What follows belongs to an exercise in optimizing a design on an open flow for small area, a short achievable clock period and few clock cycles per item; a production flow would make more cautious choices.
RTL that was checked went through simulation tests only; none was proved equivalent to the original.
Function not checked in run 3: the RTL went through the layout flow alone.
Power is estimated from default activity; no workload was simulated.

==> flow/design.v <==
module playfair_digraph_cipher_top (
  input  logic         clk,
  input  logic         rst_n,
  input  logic         cfg_we,
  input  logic [2:0]   cfg_index,
  input  logic [24:0]  cfg_data,
  input  logic         in_valid,
  output logic         in_ready,
  input  logic [4:0]   in_letter,
  input  logic         in_final,
  output logic         out_valid,
  input  logic         out_ready,
  output logic [4:0]   out_letter,
  output logic         out_letter_valid,
  output logic         out_eom,
  output logic         out_odd_error
);
  function automatic logic [4:0] fold_j(input logic [4:0] v);
    fold_j = (v == 5'd9) ? 5'd8 : v;
  endfunction
  function automatic logic [2:0] step_idx(input logic [2:0] i, input logic back);
    logic [2:0] res;
    if (back) begin
      res = (i == 3'd0) ? 3'd4 : i - 3'd1;
    end else begin
      res = (i == 3'd4) ? 3'd0 : i + 3'd1;
    end
    step_idx = res;
  endfunction
  logic         dec_r;
  logic [4:0]   fill_r;      
  logic [124:0] sq_r;        
  always_ff @(posedge clk) begin
    if (!rst_n || (cfg_we && cfg_index == 3'd0)) begin
      dec_r <= cfg_data[0] & rst_n;
    end
    for (int r = 0; r < 5; r++) begin
      if (!rst_n || (cfg_we && cfg_index == 3'(r + 1))) begin
        sq_r[r*25 +: 25] <= cfg_data & {25{rst_n}};
      end
    end
    if (!rst_n || (cfg_we && cfg_index == 3'd6)) begin
      fill_r <= rst_n ? fold_j(cfg_data[4:0]) : 5'd23;
    end
  end
  logic [1:0] fx_r;
  always_ff @(posedge clk) begin
    if (!rst_n) begin
      fx_r <= 2'd0;
    end else if (cfg_we) begin
      fx_r <= 2'd1;
    end else if (fx_r != 2'd0) begin
      fx_r <= fx_r + 2'd1;
    end
  end
  logic       a_v_r, s_v_r;
  logic [4:0] a_let_r, s_let_r;
  logic       a_fin_r, s_fin_r;
  logic       accept;
  logic       cons;          
  logic [4:0] in_fold;
  logic       in_ready_r;
  logic       s_v_nxt;
  assign in_ready = in_ready_r;
  assign accept   = in_valid && in_ready;
  assign in_fold  = fold_j(in_letter);
  logic [24:0] hit;
  logic [4:0]  rowhit;
  logic [2:0]  colidx [5];
  logic [2:0]  loc_r, loc_c;
  always_comb begin
    for (int i = 0; i < 25; i++) begin
      hit[i] = (sq_r[i*5 +: 5] == a_let_r);
    end
    for (int r = 0; r < 5; r++) begin
      rowhit[r] = |hit[r*5 +: 5];
      colidx[r] = 3'd0;
      for (int c = 4; c >= 0; c--) begin
        if (hit[r*5 + c]) colidx[r] = 3'(c);
      end
    end
    loc_r = 3'd0;
    for (int r = 4; r >= 0; r--) begin
      if (rowhit[r]) loc_r = 3'(r);
    end
    loc_c = colidx[0];
    for (int r = 4; r >= 0; r--) begin
      if (rowhit[r]) loc_c = colidx[r];
    end
  end
  logic       pend_v_r;
  logic [4:0] pend_let_r;
  logic [5:0] pend_pos_r;
  logic [5:0] fill_pos_r;
  logic       j_v_r;
  logic [5:0] j_p1_r, j_p2_r;
  logic       j_mark_r, j_last_r, j_twice_r;
  logic       j_done;
  logic       need_job;
  logic       same;
  logic [5:0] nj_p1, nj_p2;
  logic       nj_mark, nj_twice;
  logic       pend_v_nxt;
  assign same     = (pend_let_r == a_let_r);
  assign need_job = a_fin_r || pend_v_r;
  assign cons     = a_v_r && (!need_job || !j_v_r || j_done);
  assign s_v_nxt = (!a_v_r || cons) ? 1'b0 : (s_v_r || accept);
  always_comb begin
    nj_p1      = pend_pos_r;
    nj_p2      = {loc_r, loc_c};
    nj_mark    = 1'b0;
    nj_twice   = 1'b0;
    pend_v_nxt = 1'b0;
    if (!pend_v_r) begin
      nj_p1 = {loc_r, loc_c};
      nj_p2 = fill_pos_r;
      if (!a_fin_r) pend_v_nxt = 1'b1;
      nj_mark = dec_r;
    end else if (!dec_r && same) begin
      nj_p2      = fill_pos_r;
      nj_twice   = a_fin_r;
      pend_v_nxt = !a_fin_r;
    end
  end
  always_ff @(posedge clk) begin
    if (!rst_n) begin
      a_v_r    <= 1'b0;
      s_v_r    <= 1'b0;
      in_ready_r <= 1'b1;
      pend_v_r <= 1'b0;
      fill_pos_r <= 6'd0;
    end else begin
      if (!a_v_r || cons) begin
        a_v_r <= s_v_r || accept;
      end
      s_v_r      <= s_v_nxt;
      in_ready_r <= !s_v_nxt && !cfg_we && (fx_r == 2'd0 || fx_r == 2'd3);
      if (cons) begin
        pend_v_r <= pend_v_nxt;
      end
      if (fx_r == 2'd2) begin
        fill_pos_r <= {loc_r, loc_c};
      end
    end
  end
  always_ff @(posedge clk) begin
    if (fx_r == 2'd1) begin
      a_let_r <= fill_r;
    end else if (fx_r == 2'd2) begin
      a_let_r <= pend_let_r;
    end else if (!a_v_r || cons) begin
      a_let_r <= s_v_r ? s_let_r : in_fold;
      a_fin_r <= s_v_r ? s_fin_r : in_final;
    end
    if (a_v_r && !cons && accept) begin
      s_let_r <= in_fold;
      s_fin_r <= in_final;
    end
    if (cons && !pend_v_r) begin
      pend_let_r <= a_let_r;
    end
    if ((cons && !pend_v_r) || fx_r == 2'd3) begin
      pend_pos_r <= {loc_r, loc_c};
    end
  end
  logic       adv;           
  logic [1:0] s_r;           
  logic       r_v_r, r_x_r, r_mark_r, r_last_r;
  logic [2:0] r_row_r, r_col_r;
  logic       yp_v_r;        
  logic [4:0] yp_let_r;
  logic       yp_lv_r, yp_eom_r;
  logic       yk_r;          
  logic       o_v_r;
  logic [7:0] o_r;           
  assign adv    = !o_v_r || out_ready;
  assign j_done = j_v_r && adv && s_r[0] && (!j_twice_r || s_r[1]);
  logic       eqr, eqc, back;
  logic [2:0] r1, c1, r2, c2;
  logic [2:0] rd_r, rd_c;
  logic [24:0] row_sel;
  logic [4:0] rd_let;
  logic       keep;
  assign {r1, c1} = j_p1_r;
  assign {r2, c2} = j_p2_r;
  assign eqr      = (r1 == r2);
  assign eqc      = (c1 == c2);
  assign back     = dec_r;
  always_comb begin
    if (!s_r[0]) begin
      rd_r = (!eqr && eqc) ? step_idx(r2, back) : r2;
      rd_c = eqr ? step_idx(c2, back) : (eqc ? c2 : c1);
    end else begin
      rd_r = (!eqr && eqc) ? step_idx(r1, back) : r1;
      rd_c = eqr ? step_idx(c1, back) : (eqc ? c1 : c2);
    end
  end
  always_comb begin
    case (r_row_r)
      3'd0:    row_sel = sq_r[24:0];
      3'd1:    row_sel = sq_r[49:25];
      3'd2:    row_sel = sq_r[74:50];
      3'd3:    row_sel = sq_r[99:75];
      default: row_sel = sq_r[124:100];
    endcase
    case (r_col_r)
      3'd0:    rd_let = row_sel[4:0];
      3'd1:    rd_let = row_sel[9:5];
      3'd2:    rd_let = row_sel[14:10];
      3'd3:    rd_let = row_sel[19:15];
      default: rd_let = row_sel[24:20];
    endcase
  end
  assign keep = (rd_let != fill_r);
  always_ff @(posedge clk) begin
    if (!rst_n) begin
      j_v_r  <= 1'b0;
      s_r    <= 2'd0;
      r_v_r  <= 1'b0;
      yp_v_r <= 1'b0;
      o_v_r  <= 1'b0;
    end else begin
      if (cons && need_job) begin
        j_v_r <= 1'b1;
      end else if (j_done) begin
        j_v_r <= 1'b0;
      end
      if (adv) begin
        if (j_v_r) begin
          s_r <= j_done ? 2'd0 : s_r + 2'd1;
        end
        r_v_r <= j_v_r;
        if (!r_v_r || !r_x_r) begin
          o_v_r  <= yp_v_r;
          yp_v_r <= 1'b0;
        end else if (r_mark_r) begin
          o_v_r  <= 1'b1;
          yp_v_r <= 1'b0;
        end else begin
          o_v_r  <= !dec_r || keep;
          yp_v_r <= !dec_r || yk_r || (r_last_r && !keep);
        end
      end
    end
  end
  always_ff @(posedge clk) begin
    if (cons && need_job) begin
      j_p1_r    <= nj_p1;
      j_p2_r    <= nj_p2;
      j_mark_r  <= nj_mark;
      j_last_r  <= a_fin_r;
      j_twice_r <= nj_twice;
    end
    if (adv) begin
      r_x_r    <= s_r[0];
      r_row_r  <= rd_r;
      r_col_r  <= rd_c;
      r_mark_r <= j_mark_r;
      r_last_r <= j_last_r && (!j_twice_r || s_r[1]);
      if (!r_v_r || !r_x_r) begin
        o_r <= {yp_let_r, yp_lv_r, yp_eom_r, 1'b0};
        if (r_v_r) begin
          yp_let_r <= rd_let;
          yk_r     <= keep;
        end
      end else if (r_mark_r) begin
        o_r <= 8'b00000_0_1_1;
      end else begin
        o_r <= {rd_let, 1'b1, r_last_r && dec_r && !yk_r, 1'b0};
        if (!dec_r || yk_r) begin
          yp_lv_r  <= 1'b1;
          yp_eom_r <= r_last_r;
        end else begin
          yp_let_r <= 5'd0;
          yp_lv_r  <= 1'b0;
          yp_eom_r <= 1'b1;
        end
      end
    end
  end
  assign out_valid        = o_v_r;
  assign out_letter       = o_r[7:3];
  assign out_letter_valid = o_r[2];
  assign out_eom          = o_r[1];
  assign out_odd_error    = o_r[0];
endmodule
==> flow/run.sh <==
#!/bin/bash
# synth_recipe.tcl (not shown) runs the flow's synth.tcl, then flattens the netlist and writes it again
# the make line also repeats each setting of config.mk as NAME=value (left out here)
make -C /OpenROAD-flow-scripts/flow DESIGN_CONFIG=/design/flow/config.mk WORK_HOME=/design/flow/orfs CLKGATE_MAP_FILE= SYNTH_SCRIPT=/design/flow/synth_recipe.tcl finish
==> flow/config.mk <==
export PLATFORM = sky130hd
export DESIGN_NAME = playfair_digraph_cipher_top
export DESIGN_NICKNAME = playfair_digraph_cipher_top
export VERILOG_FILES = /design/flow/design.v
export SDC_FILE = /design/flow/constraint.sdc
export NUM_CORES = 4
export LEC_CHECK = 0
export ABC_AREA = 1
export CAP_MARGIN = 20
export CORE_MARGIN = 2
export CORE_UTILIZATION = 50
export CTS_BUF_LIST = sky130_fd_sc_hd__clkbuf_16
export CTS_CLUSTER_DIAMETER = 140
export CTS_CLUSTER_SIZE = 28
export PLACE_DENSITY = 0.7
export SETUP_SLACK_MARGIN = 4.3
export SLEW_MARGIN = 20
==> flow/constraint.sdc <==
create_clock -name core_clock -period 7.0 [get_ports {clk}]
set_input_delay 1.4000 -clock core_clock [delete_from_list [all_inputs] [get_ports {clk}]]
set_output_delay 1.4000 -clock core_clock [all_outputs]
set_load 0.01 [all_outputs]
==> reports/qor.log, run 1 <==
[cells_and_area] sequential cell area in the final layout 6190 sq um
[pwr] Power per Cell Area 242 nW/um^2
[sta] final setup margin 4360 ps
[yosys] Yosys warning total 2
[grt] total overflow reported by the global router 0
[cells_and_area] Final #Nets 1343
[pwr] total internal power 2.09 mW
[sta] relative slew slack 0.552
[setup_path] data required time at the worst endpoint 7240 ps
[clock_tree] register clock-pin slew on the reported worst setup and hold paths 110 ps
[yosys] average size of a mapped cell 9.30 sq um
[yosys] async set-reset flop share out of synthesis 0
[clock_tree] maximum count of clock buffers along a single path 3
[yosys] number of distinct library cells after synthesis 52
[pwr] power after layout 3.10 mW
[cells_and_area] top library cells by usage in the layout, fill and taps aside 281 x sky130_fd_sc_hd__nand2_1, 194 x sky130_fd_sc_hd__edfxtp_1, 130 x sky130_fd_sc_hd__inv_1
[yosys] library cell with the largest summed area after synthesis sky130_fd_sc_hd__edfxtp_1
[sta] maximum achievable frequency 378 MHz
[clock_tree] number of H-tree levels 1
[pwr] Switching Share 0.325
[sta] hold violation total from the final report 0
[pwr] leakage 5.27 nW
[clock_tree] clock sink count 212
[pwr] sequential power share 0.516
[sta] crit share post-route 0.378
[detailed_routing] Iter 0 DRT Violations 1135
[setup_path] Worst R2R Path Depth 16
[setup_path] cell with the largest stage delay on the worst path sky130_fd_sc_hd__or2_4
[hold_path] hold-critical path depth 0
[grt] first-pass GRT wire length 46.5 mm
[detailed_routing] 1st-pass router iterations 6
[placement] detailed placement HPWL 21.1 mm
[yosys] post-synth top area share 0.509
[yosys] share of the yosys chip area belonging to registers 0.540
[placement] Post-Place Setup Slack 3320 ps
[sta] post-route setup TNS 0 ps
[floorplan] Chip Height 155 um
[setup_path] startpoint of the most critical register-to-register path a_let_r[0]$_DFFE_PP_
[pwr] share of total power in combinational logic 0.265
[floorplan] Initial Utilization 0.507
[sta] final setup vio count 0
[setup_path] ordered list of cells on the worst path clkdlybuf4s15_2 > nor2_4 > nor2_2 > inv_2 > nor2_4 > inv_2 > a21oi_2 > nor2_2 > o21ai_2 > nand2_2 > buf_6 > nor2_4 > or2_4
[detailed_routing] final WL 30.1 mm
[detailed_routing] Post-DRT Antenna Nets 0
[setup_path] CP Launch Type primary input
[floorplan] count of boundary I/O pins 49
[flow_run] number of max-cap violations 0
[cells_and_area] total non-filler cell area in the finished layout 12800 sq um
[floorplan] number of rows created at floorplan 55
[clock_tree] clock buffers created by TritonCTS 11
[detailed_routing] total vias in the final route 8878
[yosys] count of flip-flops with a built-in enable after synthesis 194
[cells_and_area] multi-input gate area in the final layout 4540 sq um
[floorplan] area of the placeable core 22600 sq um
[detailed_routing] total DRC errors in the routed layout 0
[grt] largest net degree at the start of global routing 46
[floorplan] width of the die 155 um
[yosys] Post-Syn Instances 1231
[setup_path] Crit path arrival time 2880 ps
[setup_path] maximum fanout encountered on the critical timing path 6
[placement] placer congestion estimate 0.951
[placement] Placed Instance Area 12100 sq um
[cells_and_area] leading cell type in the layout, fill and taps excluded sky130_fd_sc_hd__nand2_1
[sta] min cycle time layout 2640 ps
[setup_path] largest stage delay on the critical path 280 ps
[pwr] Max VDD drop 0.177 mV
[grt] All-Layer GR Usage 0.250
[pwr] fraction of power consumed by the clock network 0.219
[detailed_routing] ratio of routed vias to standard cells 5.65
[sta] actual transition at the worst max-transition pin 672 ps
[detailed_routing] per-cell routed wire length 19.2 um
[hold_path] HP Start j_mark_r$_SDFFCE_PP0P_
[hold_path] worst hold endpoint r_mark_r$_DFFE_PN_
[setup_path] path type of the worst setup path in -> reg
[sta] Clock Skews 21.7 ps
[hold_path] Hold/Removal Path Class reg -> reg
[sta] pins over their slew limit 0
[yosys] number of register bits inferred by synthesis 212
[setup_path] capturing point of the worst reg2reg path j_p1_r[0]$_DFFE_PP_
[cells_and_area] number of antenna diodes 0
[cells_and_area] fraction of final layout cells sized beyond drive strength 1 0.0925
[clock_tree] source-to-sink clock delay at the later pin of the worst-skew pair 470 ps
[yosys] Area contributors post-synth sky130_fd_sc_hd__edfxtp_1 51%, sky130_fd_sc_hd__nand2_1 9.2%, sky130_fd_sc_hd__inv_1 4.4%, sky130_fd_sc_hd__nor2_1 4.2%, sky130_fd_sc_hd__xnor2_1 3.7%
[cells_and_area] count of fill cells added during filler insertion 1970
[cells_and_area] area grow syn2layout 11.8%
[pwr] switching power 1.01 mW
[yosys] top_reg_cell synth sky130_fd_sc_hd__edfxtp_1
[sta] unrepaired setup endpoints after global routing yes
[grt] via count of the first global-routing pass 8377
[floorplan] total die area 24100 sq um
[grt] number of antenna violations at the first check in global routing 0
[setup_path] setup slack of the most critical reg-to-reg path 4400 ps
[clock_tree] TritonCTS clock tree done
[clock_tree] CTS Root Cell sky130_fd_sc_hd__clkbuf_16
[placement] count of buffers from port buffering 48
[status] result of the run timing/DRC/antenna clean
[yosys] cell area after synthesis 11500 sq um
[setup_path] cell type with the highest occurrence count on the critical path sky130_fd_sc_hd__nor2_4
[setup_path] element type at the critical path end flop
metal layers:
metal | vias up | global-route usage | routed length [um]
met5 | - | 0 | 0
met1 | 4210 | 0.347 | 13000
met2 | 394 | 0.411 | 13900
met3 | 66 | 0.0287 | 2220
met4 | 0 | 0.0865 | 978
li1 | 4208 | - | -
Yosys cell counts (2+ instances only):
| library cell | number |
|---|---|
| sky130_fd_sc_hd__o21ai_0 | 66 |
| sky130_fd_sc_hd__o22ai_1 | 5 |
| sky130_fd_sc_hd__a21oi_1 | 52 |
| sky130_fd_sc_hd__nand2_2 | 2 |
| sky130_fd_sc_hd__or2_0 | 2 |
| sky130_fd_sc_hd__o21bai_1 | 2 |
| sky130_fd_sc_hd__nor2_1 | 129 |
| sky130_fd_sc_hd__a21oi_2 | 2 |
| sky130_fd_sc_hd__nand4_1 | 25 |
| sky130_fd_sc_hd__buf_6 | 15 |
| sky130_fd_sc_hd__o21a_1 | 2 |
| sky130_fd_sc_hd__nand3b_1 | 2 |
| sky130_fd_sc_hd__edfxtp_1 | 194 |
| sky130_fd_sc_hd__dfxtp_1 | 18 |
| sky130_fd_sc_hd__o221ai_1 | 6 |
| sky130_fd_sc_hd__inv_2 | 7 |
| sky130_fd_sc_hd__clkbuf_1 | 18 |
| sky130_fd_sc_hd__buf_2 | 6 |
| sky130_fd_sc_hd__a211oi_1 | 8 |
| sky130_fd_sc_hd__ha_1 | 20 |
| sky130_fd_sc_hd__o2111ai_1 | 2 |
| sky130_fd_sc_hd__o31ai_1 | 3 |
| sky130_fd_sc_hd__inv_1 | 133 |
| sky130_fd_sc_hd__xor2_1 | 46 |
| sky130_fd_sc_hd__nor3_1 | 14 |
| sky130_fd_sc_hd__nand2_1 | 282 |
| sky130_fd_sc_hd__or2_2 | 10 |
| sky130_fd_sc_hd__nor4_1 | 3 |
| sky130_fd_sc_hd__buf_4 | 9 |
| sky130_fd_sc_hd__xnor2_1 | 48 |
| sky130_fd_sc_hd__a22oi_1 | 3 |
| sky130_fd_sc_hd__nand3_1 | 55 |
| sky130_fd_sc_hd__nor4_2 | 2 |
| sky130_fd_sc_hd__a221oi_1 | 3 |
| sky130_fd_sc_hd__nor2_4 | 3 |
| sky130_fd_sc_hd__o21ai_1 | 9 |
| sky130_fd_sc_hd__nor3_2 | 2 |
| sky130_fd_sc_hd__clkinv_1 | 3 |
| sky130_fd_sc_hd__o211ai_1 | 7 |
layout make-up:
| type | count | area share |
|---|---|---|
| Sequential cell | 212 | 0.483 |
| Multi-Input combinational cell | 829 | 0.355 |
| Timing Repair Buffer | 87 | 0.0654 |
| Inverter | 143 | 0.0452 |
| Tap cell | 285 | 0.0279 |
| Clock buffer | 11 | 0.0215 |
| Clock inverter | 4 | 0.00215 |
worst max-delay path by stage:
stage,start,slack (ps),end,depth (start not counted)
4_1_cts,cfg_we,4300,fill_r[2]$_SDFFCE_PN1P_,3
5_1_grt,a_let_r[3]$_DFFE_PP_,4240,j_p1_r[0]$_DFFE_PP_,15
2_1_floorplan,cfg_index[1],3880,sq_r[100]$_DFFE_PP_,3
3_3_place_gp,out_ready,3380,j_p2_r[4]$_DFFE_PP_,11
3_5_place_dp,out_ready,3320,j_p2_r[5]$_DFFE_PP_,11
6_report,out_ready,4360,pend_pos_r[0]$_DFFE_PP_,13
sequential cells by signal (all words and copies together) (netlist names), 2 cells and up:
name        cells
a_let_r         5
fill_pos_r      6
fill_r          5
fx_r            2
j_p1_r          6
j_p2_r          6
o_r             8
pend_let_r      5
pend_pos_r      6
r_col_r         3
r_row_r         3
s_let_r         5
s_r             2
sq_r          125
yp_let_r        5
metrics by stage:
step | utilization | hold WS, ps | instances
detailed placement | 0.537 | 433 | 1528
floorplan | - | 400 | 1231
finish | 0.567 | 457 | 1571
global placement | 0.537 | 429 | 1528
global route | 0.567 | 471 | 1571
CTS | 0.560 | 460 | 1562
worst max-delay path: cells and delay by family:
kind / cells / cell delay [ps]
compound gates: 2 / 150
simple gates: 7 / 870
buf+inv: 4 / 460
cell families after synthesis:
family / share of synthesized area
xor+xnor: 0.0719
fa+ha+maj: 0.0219
compound gates: 0.0892
flops: 0.540
buf+inv: 0.0760
simple gates: 0.201
power groups by stage:
stage / clock [mW] / sequential [mW] / combinational (mW)
after floorplan: 0 / 1.60 / 0.566
after global placement: 0 / 1.63 / 0.733
after detailed placement: 0 / 1.63 / 0.745
after CTS: 0.688 / 1.60 / 0.780
after global routing: 0.728 / 1.61 / 0.900
final: 0.679 / 1.60 / 0.821
repair_timing:
action                     CTS  global route
pin swaps                   11             8
setup endpoints to repair   97            92
buffers inserted            17             9
cloned                       2             0
hold buffers                 0             0
resized for setup           30            34
Testbench counts, summed over its fixed seeds: cycles 13,875, letters 12,800.
==> run 2: changes to the inputs <==
==> flow/flow/run.sh (new file) <==
#!/bin/bash
# The standard layout, except that the buffers ABC inserted during synthesis are removed
# at floorplan (ORFS's REMOVE_ABC_BUFFERS) so that repair_design buffers from placement.
set -euo pipefail
bash standard.sh REMOVE_ABC_BUFFERS=1 finish > "$(pwd)/standard_flow.log" 2>&1
==> flow/standard.sh (new file) <==
#!/bin/bash
# synth_recipe.tcl (not shown) runs the flow's synth.tcl, then flattens the netlist and writes it again
# the make line also repeats each setting of config.mk as NAME=value (left out here)
make -C /OpenROAD-flow-scripts/flow DESIGN_CONFIG=/design/flow/config.mk WORK_HOME=/design/flow/orfs CLKGATE_MAP_FILE= SYNTH_SCRIPT=/design/flow/synth_recipe.tcl "${@:-finish}"
--- a/flow/config.mk
+++ b/flow/config.mk
@@ -10,8 +10,8 @@
 export CORE_MARGIN = 2
 export CORE_UTILIZATION = 50
 export CTS_BUF_LIST = sky130_fd_sc_hd__clkbuf_16
-export CTS_CLUSTER_DIAMETER = 140
-export CTS_CLUSTER_SIZE = 28
+export CTS_CLUSTER_DIAMETER = 120
+export CTS_CLUSTER_SIZE = 25
 export PLACE_DENSITY = 0.7
 export SETUP_SLACK_MARGIN = 4.3
 export SLEW_MARGIN = 20
removed: flow/run.sh
==> reports/qor.log, run 2 <==
[status] result of the run timing/DRC/antenna clean
[pwr] Max VDD drop 0.196 mV [+11%]
[sta] pins over their slew limit 0 [unchanged]
[yosys] count of flip-flops with a built-in enable after synthesis 194 [unchanged]
[floorplan] Chip Height 155 um [unchanged]
[clock_tree] register clock-pin slew on the reported worst setup and hold paths 100 ps [about the same]
[setup_path] largest stage delay on the critical path 510 ps [+230 ps]
[yosys] top_reg_cell synth sky130_fd_sc_hd__edfxtp_1
[cells_and_area] number of antenna diodes 0 [unchanged]
[detailed_routing] 1st-pass router iterations 5 [-1]
[floorplan] total die area 24100 sq um [unchanged]
[cells_and_area] sequential cell area in the final layout 6190 sq um [unchanged]
[hold_path] Hold/Removal Path Class reg -> reg
[detailed_routing] final WL 30.0 mm [-0.54%]
[cells_and_area] Largest register FFs 125 [unchanged]
[flow_run] number of max-cap violations 0 [unchanged]
[setup_path] Worst R2R Path Depth 15 [-1]
[yosys] library cell with the largest summed area after synthesis sky130_fd_sc_hd__edfxtp_1
[floorplan] area of the placeable core 22600 sq um [unchanged]
[setup_path] Crit path arrival time 2770 ps [-110 ps]
[yosys] async set-reset flop share out of synthesis 0 [unchanged]
[yosys] share of the yosys chip area belonging to registers 0.540 [unchanged]
[floorplan] count of boundary I/O pins 49 [unchanged]
[yosys] cell area after synthesis 11500 sq um [unchanged]
[clock_tree] maximum count of clock buffers along a single path 3 [unchanged]
[placement] placer congestion estimate 0.967 [+1.6%]
[grt] number of antenna violations at the first check in global routing 1 [+1]
[setup_path] CP Launch Type primary input
[grt] first-pass GRT wire length 46.0 mm [-1.2%]
[yosys] Yosys warning total 2 [unchanged]
[clock_tree] number of H-tree levels 1 [unchanged]
[sta] final setup margin 4370 ps [+9.56 ps]
[detailed_routing] Iter 0 DRT Violations 1001 [-12%]
[yosys] Synth Area in Compound Gates 0.0892 [unchanged]
[cells_and_area] largest registers ranked by flip-flop count sq_r x125, o_r x8
[clock_tree] clock buffers created by TritonCTS 12 [+1]
[yosys] Post-Syn Instances 1231 [unchanged]
[yosys] Post-synth top cells 282 x sky130_fd_sc_hd__nand2_1, 194 x sky130_fd_sc_hd__edfxtp_1, 133 x sky130_fd_sc_hd__inv_1
[detailed_routing] per-cell routed wire length 19.0 um [-1.1%]
[yosys] post-synthesis simple-gate area fraction 0.201 [unchanged]
[detailed_routing] Post-DRT Antenna Nets 0 [unchanged]
[sta] min cycle time layout 2630 ps [-9.56 ps]
[detailed_routing] total DRC errors in the routed layout 0 [unchanged]
[grt] via count of the first global-routing pass 8222 [-1.9%]
[floorplan] width of the die 155 um [unchanged]
[detailed_routing] ratio of routed vias to standard cells 5.67 [+0.28%]
[sta] hold violation total from the final report 0 [unchanged]
[clock_tree] post-cts hold buffer count 0 [unchanged]
[grt] total overflow reported by the global router 0 [unchanged]
[sta] post-route setup TNS 0 ps [unchanged]
[cells_and_area] fraction of final layout cells sized beyond drive strength 1 0.0958 [+0.00322]
[floorplan] number of rows created at floorplan 55 [unchanged]
[setup_path] kind of cell adding the most delay to the critical path buffers and inverters
[yosys] post-synth top area share 0.509 [unchanged]
[setup_path] maximum fanout encountered on the critical timing path 19 [+13]
[setup_path] element type at the critical path end flop
[grt] All-Layer GR Usage 0.248 [-0.00168]
[setup_path] cell with the largest stage delay on the worst path sky130_fd_sc_hd__inv_1
[setup_path] ordered list of cells on the worst path clkdlybuf4s15_1 > nor2_4 > inv_1 > nand2_1 > a211oi_2
[sta] crit share post-route 0.376 [-0.00137]
[clock_tree] CTS Root Cell sky130_fd_sc_hd__clkbuf_16
[detailed_routing] total vias in the final route 8954 [+0.86%]
[yosys] xor and xnor area share after synthesis 0.0719 [unchanged]
[cells_and_area] count of fill cells added during filler insertion 1984 [+0.71%]
[setup_path] critical path buffer and inverter count 2 [-2]
[clock_tree] clock sink count 212 [unchanged]
[setup_path] setup slack of the most critical reg-to-reg path 4430 ps [+30 ps]
[cells_and_area] final design utilization 0.572 [+0.00471]
[setup_path] startpoint of the most critical register-to-register path r_row_r[0]$_DFFE_PN_
[yosys] largest family of logic cells by synthesized area simple AND/OR/NAND/NOR gates
[yosys] fraction of synthesized area in multiplexers 0 [unchanged]
[cells_and_area] leading cell type in the layout, fill and taps excluded sky130_fd_sc_hd__nand2_1
[cells_and_area] multi-input gate area in the final layout 4560 sq um [+0.39%]
[sta] actual transition at the worst max-transition pin 699 ps [+26.6 ps]
[sta] unrepaired setup endpoints after global routing yes
[sta] final setup vio count 0 [unchanged]
[hold_path] hold-critical path depth 0 [unchanged]
[floorplan] Initial Utilization 0.507 [unchanged]
[hold_path] worst hold endpoint r_mark_r$_DFFE_PN_
[sta] maximum achievable frequency 380 MHz [+0.36%]
[grt] largest net degree at the start of global routing 46 [unchanged]
[yosys] number of register bits inferred by synthesis 212 [unchanged]
[clock_tree] TritonCTS clock tree done
[yosys] average size of a mapped cell 9.30 sq um [unchanged]
[cells_and_area] Final #Nets 1348 [+0.37%]
[yosys] number of distinct library cells after synthesis 52 [unchanged]
[setup_path] capturing point of the worst reg2reg path o_v_r$_SDFFE_PN0N_
[placement] Post-Place Setup Slack 3170 ps [-151 ps]
[yosys] Area contributors post-synth sky130_fd_sc_hd__edfxtp_1 51%, sky130_fd_sc_hd__nand2_1 9.2%, sky130_fd_sc_hd__inv_1 4.4%, sky130_fd_sc_hd__nor2_1 4.2%, sky130_fd_sc_hd__xnor2_1 3.7%
[sta] Clock Skews 23.6 ps [+1.92 ps]
[yosys] most used standard cell by instance count after synthesis sky130_fd_sc_hd__nand2_1
[setup_path] data required time at the worst endpoint 7140 ps [-100 ps]
[cells_and_area] largest reg by FF count sq_r
[placement] detailed placement HPWL 20.4 mm [-3.1%]
[cells_and_area] top library cells by usage in the layout, fill and taps aside 278 x sky130_fd_sc_hd__nand2_1, 194 x sky130_fd_sc_hd__edfxtp_1, 136 x sky130_fd_sc_hd__inv_1
[pwr] leakage 5.34 nW [+1.3%]
[yosys] adder and majority cell fraction of the synthesized area 0.0219 [unchanged]
[placement] count of buffers from port buffering 48 [unchanged]
[sta] relative slew slack 0.533 [-0.0182]
[clock_tree] source-to-sink clock delay at the later pin of the worst-skew pair 500 ps [+30 ps]
[cells_and_area] area grow syn2layout 12.7%
[setup_path] path type of the worst setup path in -> reg
[hold_path] HP Start j_mark_r$_SDFFCE_PP0P_
[pwr] Power per Cell Area 247 nW/um^2 [+2.1%]
[run 2: metrics by stage]
stage,total power [mW],cell area (sq um),hold WS (ps),instances
finish,3.19,12900,456,1580
global route,3.33,12900,464,1580
CTS,3.13,12600,450,1564
detailed placement,2.37,12100,429,1529
global placement,2.36,12100,430,1529
floorplan,2.11,11100,400,1183
[run 2: power breakdown]
part | internal (mW) | leakage (nW) | switching (mW)
clock | 0.342 | 0.199 | 0.408
combinational | 0.298 | 3.10 | 0.545
sequential | 1.51 | 2.04 | 0.0856
total | 2.15 | 5.34 | 1.04
[run 2: worst max-delay path by stage]
stage,to,cells past startpoint,start
floorplan,sq_r[50]$_DFFE_PP_,3,cfg_index[2]
global placement,pend_pos_r[5]$_DFFE_PP_,12,out_ready
detailed placement,pend_pos_r[3]$_DFFE_PP_,12,out_ready
CTS,sq_r[37]$_DFFE_PP_,4,cfg_we
global route,yp_let_r[0]$_SDFFCE_PP0P_,5,out_ready
finish,yp_let_r[2]$_SDFFCE_PP0P_,5,out_ready
[run 2: logic make-up after synthesis]
logic type               Yosys count
buffers and inverters            191
XOR/XNOR                          94
AO/OA/AOI/OAI                    176
AND/OR/NAND/NOR                  538
adder cells (fa/ha/maj)           20
flip-flops                       212
[run 2: cell type report]
| type | count | area share |
|---|---|---|
| inverters | 143 | 0.0449 |
| flip-flops and latches | 212 | 0.479 |
| multi-input cells | 829 | 0.353 |
| repair buffers | 90 | 0.0665 |
| repair inverters | 1 | 0.000388 |
| clock buffers | 13 | 0.0252 |
| well taps | 285 | 0.0276 |
| clock inverters | 7 | 0.00301 |
[run 2: metal layers]
layer  GRT usage  share of wire  wire (um)  up-vias
li1            -              -          -     4220
met1       0.356           0.42      12500     4215
met2       0.394           0.45      13600      454
met3      0.0357          0.097       2910       63
met4      0.0760          0.030        905        2
met5           0        0.00057         17        -
[run 2: what timing repair did]
item,4_1_cts,5_1_grt
cloned,2,1
setup buffers,13,15
setup endpoints to repair,140,114
resized for setup,39,48
pin swaps,8,8
==> run 3: changes to the inputs <==
--- a/flow/design.v
+++ b/flow/design.v
@@ -94,7 +94,7 @@
   logic [5:0] fill_pos_r;
   logic       j_v_r;
   logic [5:0] j_p1_r, j_p2_r;
-  logic       j_mark_r, j_last_r, j_twice_r;
+  logic       j_dec_r, j_mark_r, j_last_r, j_twice_r;
   logic       j_done;
   logic       need_job;
   logic       same;
@@ -165,7 +165,7 @@
   end
   logic       adv;           
   logic [1:0] s_r;           
-  logic       r_v_r, r_x_r, r_mark_r, r_last_r;
+  logic       r_v_r, r_x_r, r_dec_r, r_mark_r, r_last_r;
   logic [2:0] r_row_r, r_col_r;
   logic       yp_v_r;        
   logic [4:0] yp_let_r;
@@ -185,7 +185,7 @@
   assign {r2, c2} = j_p2_r;
   assign eqr      = (r1 == r2);
   assign eqc      = (c1 == c2);
-  assign back     = dec_r;
+  assign back     = j_dec_r;
   always_comb begin
     if (!s_r[0]) begin
       rd_r = (!eqr && eqc) ? step_idx(r2, back) : r2;
@@ -237,8 +237,8 @@
           o_v_r  <= 1'b1;
           yp_v_r <= 1'b0;
         end else begin
-          o_v_r  <= !dec_r || keep;
-          yp_v_r <= !dec_r || yk_r || (r_last_r && !keep);
+          o_v_r  <= !r_dec_r || keep;
+          yp_v_r <= !r_dec_r || yk_r || (r_last_r && !keep);
         end
       end
     end
@@ -247,6 +247,7 @@
     if (cons && need_job) begin
       j_p1_r    <= nj_p1;
       j_p2_r    <= nj_p2;
+      j_dec_r   <= dec_r;
       j_mark_r  <= nj_mark;
       j_last_r  <= a_fin_r;
       j_twice_r <= nj_twice;
@@ -255,6 +256,7 @@
       r_x_r    <= s_r[0];
       r_row_r  <= rd_r;
       r_col_r  <= rd_c;
+      r_dec_r  <= j_dec_r;
       r_mark_r <= j_mark_r;
       r_last_r <= j_last_r && (!j_twice_r || s_r[1]);
       if (!r_v_r || !r_x_r) begin
@@ -266,8 +268,8 @@
       end else if (r_mark_r) begin
         o_r <= 8'b00000_0_1_1;
       end else begin
-        o_r <= {rd_let, 1'b1, r_last_r && dec_r && !yk_r, 1'b0};
-        if (!dec_r || yk_r) begin
+        o_r <= {rd_let, 1'b1, r_last_r && r_dec_r && !yk_r, 1'b0};
+        if (!r_dec_r || yk_r) begin
           yp_lv_r  <= 1'b1;
           yp_eom_r <= r_last_r;
         end else begin
==> flow/flow/run.sh (replaced) <==
#!/bin/bash
# Standard synthesis, then the combinational logic re-mapped by a stronger ABC script
# (flip-flops untouched), then the standard layout from floorplan to finish.
set -euo pipefail
W=$(pwd)
R=$W/orfs/results/$FLOW_PLATFORM/playfair_digraph_cipher_top/base
bash standard.sh synth > $W/std_synth.log 2>&1
cp $R/1_2_yosys.v $W/std_1_2_yosys.v
export REMAP_LIB=$FLOW_HOME/platforms/$FLOW_PLATFORM/lib/sky130_fd_sc_hd__tt_025C_1v80.lib
export REMAP_DONT_USE="$(sed -n '/^export DONT_USE_CELLS/,/^$/p' $FLOW_HOME/platforms/$FLOW_PLATFORM/config.mk | grep -o 'sky130_fd_sc_hd__[a-z0-9_]*' | sort -u | sed 's/^/-dont_use /' | tr '\n' ' ')"
export REMAP_IN=$W/std_1_2_yosys.v
export REMAP_OUT=$W/remap_1_2_yosys.v
export REMAP_SCRIPT=$W/flow/abc.script
export REMAP_DIR=$W
yosys -c $W/flow/remap.tcl > $W/remap.log 2>&1
if grep -q '[/:]' <(grep -oE '^\s*(wire|reg)\s.*' $REMAP_OUT | grep -v '^\s*//'); then
  echo "remap: a net name holds / or :" >&2
fi
cp $REMAP_OUT $R/1_2_yosys.v
rm -f $R/1_synth.odb $R/1_synth.sdc
bash standard.sh > $W/std_layout.log 2>&1
==> flow/flow/abc.script (new file) <==
strash
&get -n
&dch -f
&nf -R 1000
&put
topo
==> flow/flow/remap.tcl (new file) <==
# Re-map the standard synthesis's combinational logic with a stronger ABC script.
# The flip-flop instances keep the names and cell types the standard synthesis gave them.
yosys -import
set lib $::env(REMAP_LIB)
set top $::env(FLOW_TOP)
read_liberty -overwrite -ignore_miss_func $lib
read_verilog $::env(REMAP_IN)
hierarchy -top $top
set seq {}
foreach c [split [string trim [exec grep -o {sky130_fd_sc_hd__[a-z0-9_]*} $::env(REMAP_IN) | sort -u]] "\n"] {
  if {[regexp {__(df|edf|sdf|sedf|dl)} $c]} { lappend seq $c }
}
puts "sequential cells kept: $seq"
foreach c $seq { setattr -mod -set keep_hierarchy 1 $c }
flatten
opt_clean -purge
tee -o $::env(REMAP_DIR)/remap_before.txt stat -liberty $lib
abc -liberty $lib {*}$::env(REMAP_DONT_USE) -script $::env(REMAP_SCRIPT)
opt_clean -purge
splitnets
opt_clean -purge
hilomap -singleton -hicell sky130_fd_sc_hd__conb_1 HI -locell sky130_fd_sc_hd__conb_1 LO
insbuf -buf sky130_fd_sc_hd__buf_4 A X
opt_clean -purge
tee -o $::env(REMAP_DIR)/remap_after.txt stat -liberty $lib
select -module $top
write_verilog -noattr -nohex -nodec -selected $::env(REMAP_OUT)
--- a/flow/config.mk
+++ b/flow/config.mk
@@ -9,9 +9,6 @@
 export CAP_MARGIN = 20
 export CORE_MARGIN = 2
 export CORE_UTILIZATION = 50
-export CTS_BUF_LIST = sky130_fd_sc_hd__clkbuf_16
-export CTS_CLUSTER_DIAMETER = 120
-export CTS_CLUSTER_SIZE = 25
 export PLACE_DENSITY = 0.7
 export SETUP_SLACK_MARGIN = 4.3
 export SLEW_MARGIN = 20
==> reports/qor.log, run 3 <==
[sta] hold violation total from the final report 0 [unchanged]
[hold_path] HP Start j_mark_r$_SDFFCE_PP0P_
[pwr] Power per Cell Area 263 nW/um^2 [+6.3%]
[floorplan] total die area 21700 sq um [-9.9%]
[setup_path] Worst R2R Path Depth 13 [-2]
[placement] placer congestion estimate 0.923 [-4.5%]
[setup_path] cell with the largest stage delay on the worst path sky130_fd_sc_hd__or4_4
[hold_path] Hold/Removal Path Class reg -> reg
[cells_and_area] Largest register FFs 125 [unchanged]
[flow_run] number of max-cap violations 0 [unchanged]
[setup_path] ordered list of cells on the worst path buf_6 > nor3b_4 > buf_6 > a221oi_2 > a21oi_2 > or4_4 > o21bai_4 > xor2_1 > o2111a_1 > nand3_4 > o21ai_2 > nand3_1 > nand2_1
[sta] unrepaired setup endpoints after global routing yes
[cells_and_area] total non-filler cell area in the finished layout 13600 sq um [+5.0%]
[yosys] cell area after synthesis 10300 sq um [-10%]
[floorplan] width of the die 147 um [-5.1%]
[setup_path] cell type with the highest occurrence count on the critical path sky130_fd_sc_hd__buf_6
[detailed_routing] 1st-pass router iterations 8 [+3]
[clock_tree] clock sink count 214 [+0.94%]
[yosys] Post-Syn Instances 850 [-31%]
[placement] detailed placement HPWL 17.1 mm [-16%]
[cells_and_area] number of non-filler instances in the completed layout 1308 [-17%]
[cells_and_area] top library cells by usage in the layout, fill and taps aside 196 x sky130_fd_sc_hd__edfxtp_1, 66 x sky130_fd_sc_hd__xnor2_1, 65 x sky130_fd_sc_hd__xor2_1
[floorplan] Chip Height 147 um [-5.1%]
[cells_and_area] fraction of final layout cells sized beyond drive strength 1 0.222 [+0.126]
[cells_and_area] area grow syn2layout 31.8%
[clock_tree] maximum count of clock buffers along a single path 3 [unchanged]
[pwr] Max VDD drop 0.195 mV [-0.44%]
[floorplan] area of the placeable core 20200 sq um [-10%]
[cells_and_area] final design utilization 0.670 [+0.0981]
[detailed_routing] total vias in the final route 8159 [-8.9%]
[detailed_routing] Iter 0 DRT Violations 1094 [+9.3%]
[sta] Final Hold Slack 477 ps [+21.1 ps]
[setup_path] data required time at the worst endpoint 7450 ps [+310 ps]
[cells_and_area] largest registers ranked by flip-flop count sq_r x125, o_r x8
[sta] actual transition at the worst max-transition pin 732 ps [+32.7 ps]
[yosys] Yosys warning total 2 [unchanged]
[setup_path] largest stage delay on the critical path 560 ps [+50 ps]
[sta] final setup margin 4090 ps [-274 ps]
[grt] total overflow reported by the global router 0 [unchanged]
[sta] pins over their slew limit 0 [unchanged]
[clock_tree] post-cts hold buffer count 0 [unchanged]
[clock_tree] number of H-tree levels 1 [unchanged]
[sta] post-route setup TNS 0 ps [unchanged]
[setup_path] capturing point of the worst reg2reg path yp_v_r$_SDFFE_PN0N_
[setup_path] CP Launch Type flop
[placement] Placed Instance Area 11400 sq um [-5.9%]
[pwr] leakage 4.76 nW [-11%]
[setup_path] path type of the worst setup path reg -> reg
[detailed_routing] ratio of routed vias to standard cells 6.24 [+10%]
[detailed_routing] total DRC errors in the routed layout 0 [unchanged]
[setup_path] Crit path arrival time 3360 ps [+590 ps]
[cells_and_area] largest reg by FF count sq_r
[clock_tree] CTS Root Cell sky130_fd_sc_hd__clkbuf_16
[hold_path] worst hold endpoint r_mark_r$_DFFE_PN_
[grt] via count of the first global-routing pass 7441 [-9.5%]
[detailed_routing] final WL 31.1 mm [+3.9%]
[floorplan] number of rows created at floorplan 52 [-5.5%]
[detailed_routing] Post-DRT Antenna Nets 0 [unchanged]
[cells_and_area] Final #Nets 1061 [-21%]
[yosys] average size of a mapped cell 12.1 sq um [+30%]
[clock_tree] source-to-sink clock delay at the later pin of the worst-skew pair 530 ps [+30 ps]
[sta] maximum achievable frequency 344 MHz [-9.4%]
[cells_and_area] number of antenna diodes 0 [unchanged]
[setup_path] startpoint of the most critical register-to-register path r_row_r[0]$_DFFE_PN_
[grt] first-pass GRT wire length 43.6 mm [-5.1%]
[sta] min cycle time layout 2910 ps [+274 ps]
[setup_path] maximum fanout encountered on the critical timing path 5 [-14]
[sta] crit share post-route 0.415 [+0.0392]
[sta] final setup vio count 0 [unchanged]
[clock_tree] TritonCTS clock tree done
[placement] count of buffers from port buffering 48 [unchanged]
[status] result of the run timing/DRC/antenna clean
[setup_path] kind of cell adding the most delay to the critical path simple AND/OR/NAND/NOR gates
[hold_path] hold-critical path depth 0 [unchanged]
[sta] Clock Skews 21.3 ps [-2.32 ps]
[clock_tree] clock buffers created by TritonCTS 22 [+10]
[setup_path] element type at the critical path end flop
[detailed_routing] per-cell routed wire length 23.8 um [+25%]
[floorplan] Initial Utilization 0.508 [+0.00104]
[setup_path] setup slack of the most critical reg-to-reg path 4090 ps [-340 ps]
[placement] number of placed cells counting well taps 1178 [-23%]
[sta] relative slew slack 0.512 [-0.0213]
[pwr] power after layout 3.56 mW [+12%]
[clock_tree] register clock-pin slew on the reported worst setup and hold paths 60 ps [-40 ps]
[grt] All-Layer GR Usage 0.264 [+0.0153]
[setup_path] critical path buffer and inverter count 2 [unchanged]
[floorplan] count of boundary I/O pins 49 [unchanged]
[grt] largest net degree at the start of global routing 61 [+33%]
[placement] Post-Place Setup Slack 3440 ps [+263 ps]
[grt] number of antenna violations at the first check in global routing 0 [-1]
[cells_and_area] leading cell type in the layout, fill and taps excluded sky130_fd_sc_hd__edfxtp_1
-- run 3: worst max-delay path by stage --
stage          slack (ps)  cells past startpoint                  from                 endpoint
2_1_floorplan        4080                     12  r_row_r[2]$_DFFE_PN_      yp_v_r$_SDFFE_PN0N_
3_3_place_gp         3490                      9             out_ready  pend_pos_r[3]$_DFFE_PP_
3_5_place_dp         3440                     11  r_row_r[2]$_DFFE_PN_      yp_v_r$_SDFFE_PN0N_
4_1_cts              4170                     13  r_row_r[1]$_DFFE_PN_      yp_v_r$_SDFFE_PN0N_
5_1_grt              3990                     14  r_row_r[0]$_DFFE_PN_      yp_v_r$_SDFFE_PN0N_
6_report             4090                     13  r_row_r[0]$_DFFE_PN_      yp_v_r$_SDFFE_PN0N_
-- run 3: metal layers --
metal	vias up	track usage	wire, um
li1	3569	-	-
met5	-	0	0
met3	158	0.0472	3330
met2	576	0.419	13900
met4	0	0.102	1840
met1	3856	0.365	12000
-- run 3: final cells by class --
type                            count  area (sq um)
Timing Repair inverter              1          8.76
Tap cell                          270           338
Inverter                           21           111
Sequential cell                   214          6250
Multi-Input combinational cell    621          4630
Fill cell                        1411          6680
Timing Repair Buffer              141          1510
Clock inverter                      8          72.6
Clock buffer                       32           638
-- run 3: repair_timing --
action / 4_1_cts / 5_1_grt
resized for setup: 56 / 87
endpoints found under the hold margin: 0 / 0
setup buffers: 43 / 34
cloned: 8 / 5
endpoints found under the setup margin: 157 / 104
pin swaps: 23 / 36
-- run 3: power breakdown --
group          switching [mW]  internal (mW)
Clock                   0.477          0.669
Sequential             0.0946           1.52
Combinational           0.444          0.359
Total                    1.02           2.55

[separate check: timing with driven ports]
In the flow no input, the clock included, has a driving cell. The finished layouts below were timed again as built, in two steps. Step 1 sets driving cells, clkbuf_16 on the clock port and buf_2 on the other inputs (assumed; they add their load-dependent delay and slew). Step 2 times the ports against the registers' clock, not the clock port: input delays grow and output delays shrink by t, the midpoint of the rising clock arrivals with the driver on. Three values: ideal, step 1, step 2; two values: the first two.
| run | t, ns | slack for setup (ns) | clock arrival spread, ns | worst register clock-pin slew, ns |
|---|---|---|---|---|
| run 1 | 0.514 | 4.356 / 4.380 / 3.866 | 0.027 / 0.027 | 0.12 / 0.12 |
| run 2 | 0.528 | 4.366 / 4.388 / 3.860 | 0.029 / 0.029 | 0.11 / 0.11 |
| run 3 | 0.559 | 4.092 / 4.092 / 3.771 | 0.021 / 0.022 | 0.07 / 0.07 |
After both steps setup and hold are still met in every run listed. For run 2, which loses most, drivers alone change the setup slack by +0.022 ns; drivers and shift together by -0.506 ns.
